Background: an optimization exercise with open tools, aiming at small area, a short achievable clock period and few clock cycles. Do not read the settings as production practice. In this exercise RTL edits were held to simulation tests only and were not proved equivalent to the original. Power figures rest on the tool's default switching activity, not on a simulated workload.

==> inputs of build 51 <==
==> flow/design.v <==
`default_nettype none
package core_pkg;
    localparam logic [4:0] OP_LUI    = 5'b01101;
    localparam logic [4:0] OP_AUIPC  = 5'b00101;
    localparam logic [4:0] OP_JAL    = 5'b11011;
    localparam logic [4:0] OP_JALR   = 5'b11001;
    localparam logic [4:0] OP_BRANCH = 5'b11000;
    localparam logic [4:0] OP_LOAD   = 5'b00000;
    localparam logic [4:0] OP_STORE  = 5'b01000;
    localparam logic [4:0] OP_IMM    = 5'b00100;
    localparam logic [4:0] OP_REG    = 5'b01100;
endpackage
`default_nettype wire
`timescale 1ns/1ps
`default_nettype none
module rf_aoi222 (
    input  logic a0, b0, a1, b1, a2, b2,
    output logic y
);
    assign y = !((a0 && b0) || (a1 && b1) || (a2 && b2));
endmodule
module rf_aoi22 (
    input  logic a0, b0, a1, b1,
    output logic y
);
    assign y = !((a0 && b0) || (a1 && b1));
endmodule
`default_nettype wire
`timescale 1ns/1ps
`default_nettype none
module ks_oai (
    input  logic gh_n, th_n, gl_n, tl_n,
    output logic g, t
);
    assign g = !(gh_n && (th_n || gl_n));
    assign t = !(th_n || tl_n);
endmodule
module ks_aoi (
    input  logic gh, th, gl, tl,
    output logic g_n, t_n
);
    assign g_n = !(gh || (th && gl));
    assign t_n = !(th && tl);
endmodule
module ks_oai_g (
    input  logic gh_n, th_n, gl_n,
    output logic g
);
    assign g = !(gh_n && (th_n || gl_n));
endmodule
module ks_aoi_g (
    input  logic gh, th, gl,
    output logic g_n
);
    assign g_n = !(gh || (th && gl));
endmodule
module ks_pg (
    input  logic a, b,
    output logic g_n, t_n
);
    assign g_n = !(a && b);
    assign t_n = !(a || b);
endmodule
module ks_inv (
    input  logic a,
    output logic y
);
    assign y = !a;
endmodule
module alu_add (
    input  logic [31:0] a,
    input  logic [31:0] b,
    input  logic        ci,
    output logic [31:0] s,
    output logic        geu,
    output logic        ge
);
    logic [31:0] g [0:5];
    logic [31:0] t [0:5];
    assign g[0][0] = !ci;
    assign t[0][0] = 1'b1;
    for (genvar k = 1; k < 32; k++) begin : g_l0
        ks_pg i_pg (.a(a[k-1]), .b(b[k-1]), .g_n(g[0][k]), .t_n(t[0][k]));
    end
    for (genvar l = 1; l <= 5; l++) begin : g_lvl
        localparam int D = 1 << (l - 1);
        for (genvar k = 0; k < 32; k++) begin : g_pos
            if (k < D) begin : g_pass
                ks_inv i_g (.a(g[l-1][k]), .y(g[l][k]));
                assign t[l][k] = 1'b0;
            end else if (k < 2 * D || l == 5) begin : g_gonly
                if (l % 2 == 1) begin : g_o
                    ks_oai_g i_c (.gh_n(g[l-1][k]), .th_n(t[l-1][k]), .gl_n(g[l-1][k-D]),
                                  .g(g[l][k]));
                end else begin : g_a
                    ks_aoi_g i_c (.gh(g[l-1][k]), .th(t[l-1][k]), .gl(g[l-1][k-D]),
                                  .g_n(g[l][k]));
                end
                assign t[l][k] = 1'b0;
            end else begin : g_full
                if (l % 2 == 1) begin : g_o
                    ks_oai i_c (.gh_n(g[l-1][k]), .th_n(t[l-1][k]), .gl_n(g[l-1][k-D]),
                                .tl_n(t[l-1][k-D]), .g(g[l][k]), .t(t[l][k]));
                end else begin : g_a
                    ks_aoi i_c (.gh(g[l-1][k]), .th(t[l-1][k]), .gl(g[l-1][k-D]),
                                .tl(t[l-1][k-D]), .g_n(g[l][k]), .t_n(t[l][k]));
                end
            end
        end
    end
    logic [31:0] c, x;
    assign c = g[5];
    assign x = a ^ b;
    assign s = x ^ c;
    assign geu = (a[31] && b[31]) || (x[31] && c[31]);
    assign ge  = (!a[31] && !b[31]) || (x[31] && c[31]);
endmodule
`default_nettype wire
`timescale 1ns/1ps
`default_nettype none
module core_top (
    input  logic                  clk_cpu,
    input  logic                  arst_n,
    input  logic                  mem_ready,
    input  logic [32-1:0] mem_rdata,
    output logic                  mem_req,
    output logic                  mem_we,
    output logic [32-1:0] mem_addr,
    output logic [32-1:0] mem_wdata
);
    localparam int XL = 32;
    localparam int NR = 32;
    logic st_boot, st_fw, st_exb, st_mw;
    logic exv;                     
    logic [XL-1:1] fpc;            
    logic [31:7]   ir;
    logic [XL-1:0] op1, op2;       
    logic [XL-1:0] wd;             
    logic d_wr;                    
    logic d_arith;                 
    logic d_sub;                   
    logic d_jal, d_jalr, d_load, d_store;
    logic d_beq, d_blt, d_bltu;    
    logic d_binv;                  
    logic d_sum;                   
    logic d_mem;                   
    logic [XL-1:0] regs [1:NR-1];
    logic [NR-1:1] valid;
    logic [6:0] r_opc;
    logic [2:0] r_f3;
    logic [4:0] r_rs1, r_rs2;
    logic       r_lui, r_auipc, r_jal, r_jalr, r_branch, r_load, r_store, r_opimm, r_opreg;
    logic       r_slow, fready;
    assign r_opc    = mem_rdata[6:0];
    assign r_f3     = mem_rdata[14:12];
    assign r_rs1    = mem_rdata[19:15];
    assign r_rs2    = mem_rdata[24:20];
    assign r_lui    = (r_opc == 7'b0110111);
    assign r_auipc  = (r_opc == 7'b0010111);
    assign r_jal    = (r_opc == 7'b1101111);
    assign r_jalr   = (r_opc == 7'b1100111) && r_f3 == 3'b000;
    assign r_branch = (r_opc == 7'b1100011) && r_f3[2:1] != 2'b01;
    assign r_load   = (r_opc == 7'b0000011) && r_f3 == 3'b010;
    assign r_store  = (r_opc == 7'b0100011) && r_f3 == 3'b010;
    assign r_opimm  = (r_opc == 7'b0010011);
    assign r_opreg  = (r_opc == 7'b0110011);
    assign r_slow   = !mem_rdata[4];
    assign fready   = st_fw && mem_ready;
    logic          rd_wen;
    logic [XL-1:0] rd_data;
    logic [NR-1:1] wsel;
    always_comb begin
        for (int i = 1; i < NR; i++) wsel[i] = rd_wen && ir[11:7] == 5'(i);
    end
    always_ff @(posedge clk_cpu) begin
        for (int i = 1; i < NR; i++) begin
            if (wsel[i]) regs[i] <= rd_data;
        end
    end
    logic [NR-1:1] sel1, sel2;
    logic          fwd1, fwd2;
    always_comb begin
        fwd1 = 1'b0;
        fwd2 = 1'b0;
        for (int i = 1; i < NR; i++) begin
            sel1[i] = r_rs1 == 5'(i) && valid[i] && !wsel[i];
            sel2[i] = r_rs2 == 5'(i) && valid[i] && !wsel[i];
            fwd1    = fwd1 || (r_rs1 == 5'(i) && wsel[i]);
            fwd2    = fwd2 || (r_rs2 == 5'(i) && wsel[i]);
        end
    end
    logic [XL-1:0] rd1, rd2;
    for (genvar b = 0; b < XL; b++) begin : g_rd
        logic [10:0] g1, g2;
        for (genvar k = 0; k < 9; k++) begin : g_grp
            rf_aoi222 i_c1 (
                .a0(sel1[3*k+1]), .b0(regs[3*k+1][b]),
                .a1(sel1[3*k+2]), .b1(regs[3*k+2][b]),
                .a2(sel1[3*k+3]), .b2(regs[3*k+3][b]), .y(g1[k])
            );
            rf_aoi222 i_c2 (
                .a0(sel2[3*k+1]), .b0(regs[3*k+1][b]),
                .a1(sel2[3*k+2]), .b1(regs[3*k+2][b]),
                .a2(sel2[3*k+3]), .b2(regs[3*k+3][b]), .y(g2[k])
            );
        end
        rf_aoi22 i_c1a (
            .a0(sel1[28]), .b0(regs[28][b]), .a1(sel1[29]), .b1(regs[29][b]), .y(g1[9])
        );
        rf_aoi22 i_c1b (
            .a0(sel1[30]), .b0(regs[30][b]), .a1(sel1[31]), .b1(regs[31][b]), .y(g1[10])
        );
        rf_aoi22 i_c2a (
            .a0(sel2[28]), .b0(regs[28][b]), .a1(sel2[29]), .b1(regs[29][b]), .y(g2[9])
        );
        rf_aoi22 i_c2b (
            .a0(sel2[30]), .b0(regs[30][b]), .a1(sel2[31]), .b1(regs[31][b]), .y(g2[10])
        );
        assign rd1[b] = !(&g1);
        assign rd2[b] = !(&g2);
    end
    logic [XL-1:0] alu_result, sum;
    logic [2:0]    f3;
    logic          eq, lt, ltu;
    assign f3   = d_arith ? ir[14:12] : 3'b000;
    logic          geu, ge;
    alu_add i_add (.a(op1), .b(op2), .ci(d_sub), .s(sum), .geu(geu), .ge(ge));
    assign eq   = &(op1 ^ op2);        
    assign ltu  = !geu;
    assign lt   = !ge;
    logic [XL-1:0] shin, shr, shout;
    logic          left;
    assign left = !f3[2];
    always_comb begin
        for (int i = 0; i < XL; i++) shin[i] = left ? op1[XL-1-i] : op1[i];
    end
    assign shr = XL'($signed({ir[30] && !left && op1[XL-1], shin}) >>> op2[4:0]);
    always_comb begin
        for (int i = 0; i < XL; i++) shout[i] = left ? shr[XL-1-i] : shr[i];
    end
    always_comb begin
        case (f3)
            3'b000:  alu_result = sum;
            3'b001:  alu_result = shout;
            3'b010:  alu_result = {{(XL-1){1'b0}}, lt};
            3'b011:  alu_result = {{(XL-1){1'b0}}, ltu};
            3'b100:  alu_result = op1 ^ op2;
            3'b101:  alu_result = shout;
            3'b110:  alu_result = op1 | op2;
            default: alu_result = op1 & op2;
        endcase
    end
    logic [XL-1:0] r_immi, r_imms, r_immu, rs1_nx, rs2_nx, op1_nx, op2_nx;
    logic          r_sub;
    assign r_immi = {{20{mem_rdata[31]}}, mem_rdata[31:20]};
    assign r_imms = {{20{mem_rdata[31]}}, mem_rdata[31:25], mem_rdata[11:7]};
    assign r_immu = {mem_rdata[31:12], 12'b0};
    assign r_sub  = (r_opreg && r_f3 == 3'b000 && mem_rdata[30])
                 || ((r_opimm || r_opreg) && r_f3[2:1] == 2'b01) || r_branch;
    assign rs1_nx = rd1 | ({XL{fwd1}} & alu_result);
    assign rs2_nx = rd2 | ({XL{fwd2}} & alu_result);
    always_comb begin
        if (r_lui)
            op1_nx = '0;
        else if (r_auipc)
            op1_nx = {fpc, 1'b0};
        else
            op1_nx = rs1_nx;
        if (r_lui || r_auipc)
            op2_nx = r_immu;
        else if (r_opimm || r_jalr || r_load)
            op2_nx = r_immi;
        else if (r_store)
            op2_nx = r_imms;
        else
            op2_nx = rs2_nx;
        op2_nx = op2_nx ^ {XL{r_sub}};
    end
    logic taken;
    assign taken = ((d_beq && eq) || (d_blt && lt) || (d_bltu && ltu)) ^ d_binv;
    logic [XL-1:1] fpc4, tgt, tgt_nx, timm;
    assign fpc4   = fpc + 31'd2;
    assign timm   = r_jal ? {{11{mem_rdata[31]}}, mem_rdata[31], mem_rdata[19:12], mem_rdata[20],
                             mem_rdata[30:21]}
                          : {{19{mem_rdata[31]}}, mem_rdata[31], mem_rdata[7], mem_rdata[30:25],
                             mem_rdata[11:8]};
    assign tgt_nx = fpc + timm;
    logic sel_sum, sel_tgt;
    assign sel_sum = st_exb && d_sum;
    assign sel_tgt = st_exb && (d_jal || taken);
    assign mem_req   = st_boot || (fready && !r_slow) || st_exb || (st_mw && mem_ready);
    assign mem_we    = st_exb && d_store;
    assign mem_wdata = wd;
    always_comb begin
        if (sel_sum)
            mem_addr = {sum[XL-1:2], sum[1] && d_jalr, 1'b0};
        else if (sel_tgt)
            mem_addr = {tgt, 1'b0};
        else
            mem_addr = {fpc4, 1'b0};
    end
    assign rd_wen  = (exv && d_wr) || (st_exb && (d_jal || d_jalr)) || (st_mw && mem_ready && d_load);
    assign rd_data = st_mw ? mem_rdata : st_exb ? {fpc4, 1'b0} : alu_result;
    always_ff @(posedge clk_cpu or negedge arst_n) begin
        if (!arst_n) begin
            st_boot <= 1'b0;
            st_fw   <= 1'b0;
            st_exb  <= 1'b0;
            st_mw   <= 1'b0;
            exv     <= 1'b0;
            fpc     <= {{(XL-3){1'b1}}, 2'b10};    
            valid   <= '0;
        end else begin
            st_boot <= !(st_boot || st_fw || st_exb || st_mw);
            st_fw   <= st_boot || (st_fw && !(mem_ready && r_slow))
                    || (st_exb && !d_mem) || (st_mw && mem_ready);
            st_exb  <= fready && r_slow;
            st_mw   <= (st_exb && d_mem) || (st_mw && !mem_ready);
            exv     <= fready && !r_slow;
            if (mem_req && !(st_exb && d_mem)) fpc <= mem_addr[XL-1:1];
            valid   <= valid | wsel;
        end
    end
    always_ff @(posedge clk_cpu) begin
        if (fready) begin
            ir[11:7] <= mem_rdata[11:7];
            d_load   <= r_load;
            d_store  <= r_store;
            d_mem    <= r_load || r_store;
        end
    end
    always_ff @(posedge clk_cpu) begin
        ir[31:12] <= mem_rdata[31:12];
        op1       <= op1_nx;
        op2       <= op2_nx;
        wd        <= rs2_nx;
        tgt       <= tgt_nx;
        d_wr      <= (r_lui || r_auipc || r_opimm || r_opreg) && mem_rdata[11:7] != 5'd0;
        d_arith   <= r_opimm || r_opreg;
        d_sub     <= r_sub;
        d_jal     <= r_jal;
        d_beq     <= r_branch && r_f3[2:1] == 2'b00;
        d_blt     <= r_branch && r_f3[2:1] == 2'b10;
        d_bltu    <= r_branch && r_f3[2:1] == 2'b11;
        d_binv    <= r_branch && r_f3[0];
        d_jalr    <= r_jalr;
        d_sum     <= r_jalr || r_load || r_store;
    end
endmodule
`default_nettype wire
==> flow/run.sh <==
#!/bin/bash
# synth_recipe.tcl (not shown) runs the flow's synth.tcl, then flattens the netlist and writes it again
# the make line also repeats each setting of config.mk as NAME=value (left out here)
make -C /OpenROAD-flow-scripts/flow DESIGN_CONFIG=/design/flow/config.mk WORK_HOME=/design/flow/orfs CLKGATE_MAP_FILE= SYNTH_SCRIPT=/design/flow/synth_recipe.tcl finish
==> flow/config.mk <==
export PLATFORM = sky130hd
export DESIGN_NAME = core_top
export DESIGN_NICKNAME = core_top
export VERILOG_FILES = /design/flow/design.v
export SDC_FILE = /design/flow/constraint.sdc
export NUM_CORES = 4
export LEC_CHECK = 0
export CAP_MARGIN = 20
export CORE_MARGIN = 2
export CORE_UTILIZATION = 50
export CTS_CLUSTER_DIAMETER = 80
export CTS_CLUSTER_SIZE = 20
export SETUP_SLACK_MARGIN = 3.5
export SLEW_MARGIN = 20
export SYNTH_HIERARCHICAL = 1
==> flow/constraint.sdc <==
create_clock -name core_clock -period 10.0 [get_ports {clk_cpu}]
set_input_delay 2.0000 -clock core_clock [delete_from_list [all_inputs] [get_ports {clk_cpu}]]
set_output_delay 2.0000 -clock core_clock [all_outputs]
set_load 0.01 [all_outputs]
==> build 67 (differences from build 51) <==
--- a/flow/design.v
+++ b/flow/design.v
@@ -62,4 +62,11 @@
     assign t_n = !(a || b);
 endmodule
+module ks_top (
+    input  logic g_n, t_n, c,
+    output logic geu, ge
+);
+    assign geu = !g_n || (!t_n && c);
+    assign ge  = t_n || (g_n && c);
+endmodule
 module ks_inv (
     input  logic a,
@@ -74,8 +81,10 @@
     output logic [31:0] s,
     output logic        geu,
-    output logic        ge
+    output logic        ge,
+    output logic        eq
 );
     logic [31:0] g [0:5];
     logic [31:0] t [0:5];
+    logic        g31_n, t31_n;
     assign g[0][0] = !ci;
     assign t[0][0] = 1'b1;
@@ -113,6 +122,7 @@
     assign x = a ^ b;
     assign s = x ^ c;
-    assign geu = (a[31] && b[31]) || (x[31] && c[31]);
-    assign ge  = (!a[31] && !b[31]) || (x[31] && c[31]);
+    assign eq = &x;
+    ks_pg  i_pg31 (.a(a[31]), .b(b[31]), .g_n(g31_n), .t_n(t31_n));
+    ks_top i_top (.g_n(g31_n), .t_n(t31_n), .c(c[31]), .geu(geu), .ge(ge));
 endmodule
 `default_nettype wire
@@ -225,6 +235,5 @@
     assign f3   = d_arith ? ir[14:12] : 3'b000;
     logic          geu, ge;
-    alu_add i_add (.a(op1), .b(op2), .ci(d_sub), .s(sum), .geu(geu), .ge(ge));
-    assign eq   = &(op1 ^ op2);        
+    alu_add i_add (.a(op1), .b(op2), .ci(d_sub), .s(sum), .geu(geu), .ge(ge), .eq(eq));
     assign ltu  = !geu;
     assign lt   = !ge;
==> flow/flow/run.sh (new file) <==
#!/bin/bash
# The standard layout (standard.sh: standard synthesis, floorplan, power
# grid, placement, CTS, routing), with two changes to how ports and cells are
# sized:
#  - the port buffers that buffer_ports inserts are plain buf_4 cells instead
#    of the slow clkdlybuf4s50_1 delay cells it picks by default;
#  - timing repair may swap a cell for an equivalent one of another footprint.
# The whole make output goes to layout.log in this folder; ORFS keeps each
# step's own log under orfs/logs.
set -euo pipefail
bash standard.sh \
    'BUFFER_PORTS_ARGS=-buffer_cell sky130_fd_sc_hd__buf_4' \
    MATCH_CELL_FOOTPRINT=0 \
    finish > layout.log 2>&1
==> flow/standard.sh (new file) <==
#!/bin/bash
# synth_recipe.tcl (not shown) runs the flow's synth.tcl, then flattens the netlist and writes it again
# the make line also repeats each setting of config.mk as NAME=value (left out here)
make -C /OpenROAD-flow-scripts/flow DESIGN_CONFIG=/design/flow/config.mk WORK_HOME=/design/flow/orfs CLKGATE_MAP_FILE= SYNTH_SCRIPT=/design/flow/synth_recipe.tcl "${@:-finish}"
- SETUP_SLACK_MARGIN: 3.5 -> 4.2
removed: flow/run.sh
==> build 26 (differences from build 51) <==
--- a/flow/design.v
+++ b/flow/design.v
@@ -62,4 +62,11 @@
     assign t_n = !(a || b);
 endmodule
+module ks_top (
+    input  logic g_n, t_n, c,
+    output logic geu, ge
+);
+    assign geu = !g_n || (!t_n && c);
+    assign ge  = t_n || (g_n && c);
+endmodule
 module ks_inv (
     input  logic a,
@@ -78,4 +85,5 @@
     logic [31:0] g [0:5];
     logic [31:0] t [0:5];
+    logic        g31_n, t31_n;
     assign g[0][0] = !ci;
     assign t[0][0] = 1'b1;
@@ -113,6 +121,6 @@
     assign x = a ^ b;
     assign s = x ^ c;
-    assign geu = (a[31] && b[31]) || (x[31] && c[31]);
-    assign ge  = (!a[31] && !b[31]) || (x[31] && c[31]);
+    ks_pg  i_pg31 (.a(a[31]), .b(b[31]), .g_n(g31_n), .t_n(t31_n));
+    ks_top i_top (.g_n(g31_n), .t_n(t31_n), .c(c[31]), .geu(geu), .ge(ge));
 endmodule
 `default_nettype wire
==> flow/flow/run.sh (new file) <==
#!/bin/bash
# The standard layout (standard.sh: standard synthesis, floorplan, power
# grid, placement, CTS, routing), with two changes to how ports and cells are
# sized:
#  - the port buffers that buffer_ports inserts are plain buf_4 cells instead
#    of the slow clkdlybuf4s50_1 delay cells it picks by default;
#  - timing repair may swap a cell for an equivalent one of another footprint.
# The whole make output goes to layout.log in this folder; ORFS keeps each
# step's own log under orfs/logs.
set -euo pipefail
bash standard.sh \
    'BUFFER_PORTS_ARGS=-buffer_cell sky130_fd_sc_hd__buf_4' \
    MATCH_CELL_FOOTPRINT=0 \
    finish > layout.log 2>&1
==> flow/standard.sh (new file) <==
#!/bin/bash
# synth_recipe.tcl (not shown) runs the flow's synth.tcl, then flattens the netlist and writes it again
# the make line also repeats each setting of config.mk as NAME=value (left out here)
make -C /OpenROAD-flow-scripts/flow DESIGN_CONFIG=/design/flow/config.mk WORK_HOME=/design/flow/orfs CLKGATE_MAP_FILE= SYNTH_SCRIPT=/design/flow/synth_recipe.tcl "${@:-finish}"
- SETUP_SLACK_MARGIN: 3.5 -> 4.2
removed: flow/run.sh
==> summary of the runs <==
Cell count, highest first: build 67, build 26, build 51.
Total power, lowest first: build 51, build 26, build 67.
Between build 51 and build 67, the lower via count is in build 51 (gap about 3%, measured against build 67).
Against build 51, the clock power of build 67 is lower by about 2%.
Against build 51, the clock skew of build 67 is higher by 0.054 ns.
In build 26 the worst setup slack is better than in build 51, by 0.47 ns.
Testbench counts of build 51, summed over its fixed seeds: cycles 6,639.
Testbench counts of build 67, summed over its fixed seeds: cycles 6,639.
Testbench counts of build 26, summed over its fixed seeds: cycles 6,639.

port drivers added, routing unchanged:
How much do the figures lean on ideal ports? The routed layouts below were timed once more, with nothing changed but the port constraints.
Step 1, drivers: a clkbuf_16 drives clk_cpu and a buf_2 each remaining input, both assumed.
Step 2 times the ports against the registers' clock, not the clock port: input delays grow and output delays shrink by t, the midpoint of the rising clock arrivals with the driver on.
Three values: no drivers, after step 1, after step 2; two values: the first two.
run | t, ns | setup slack, ns | worst setup path at the end | worst slew at a driven data input, ns
build 51 | 0.764 | 3.495 / 3.419 / 2.888 | input to register | 0.10
build 67 | 0.770 | 4.064 / 3.986 / 3.497 | input to register | 0.09
build 26 | 0.765 | 3.969 / 3.898 / 3.271 | input to register | 0.10
After both steps setup and hold are still met in every run listed. The setup slack of build 26, which loses most, moves by -0.071 ns with the drivers and by -0.698 ns with both steps.
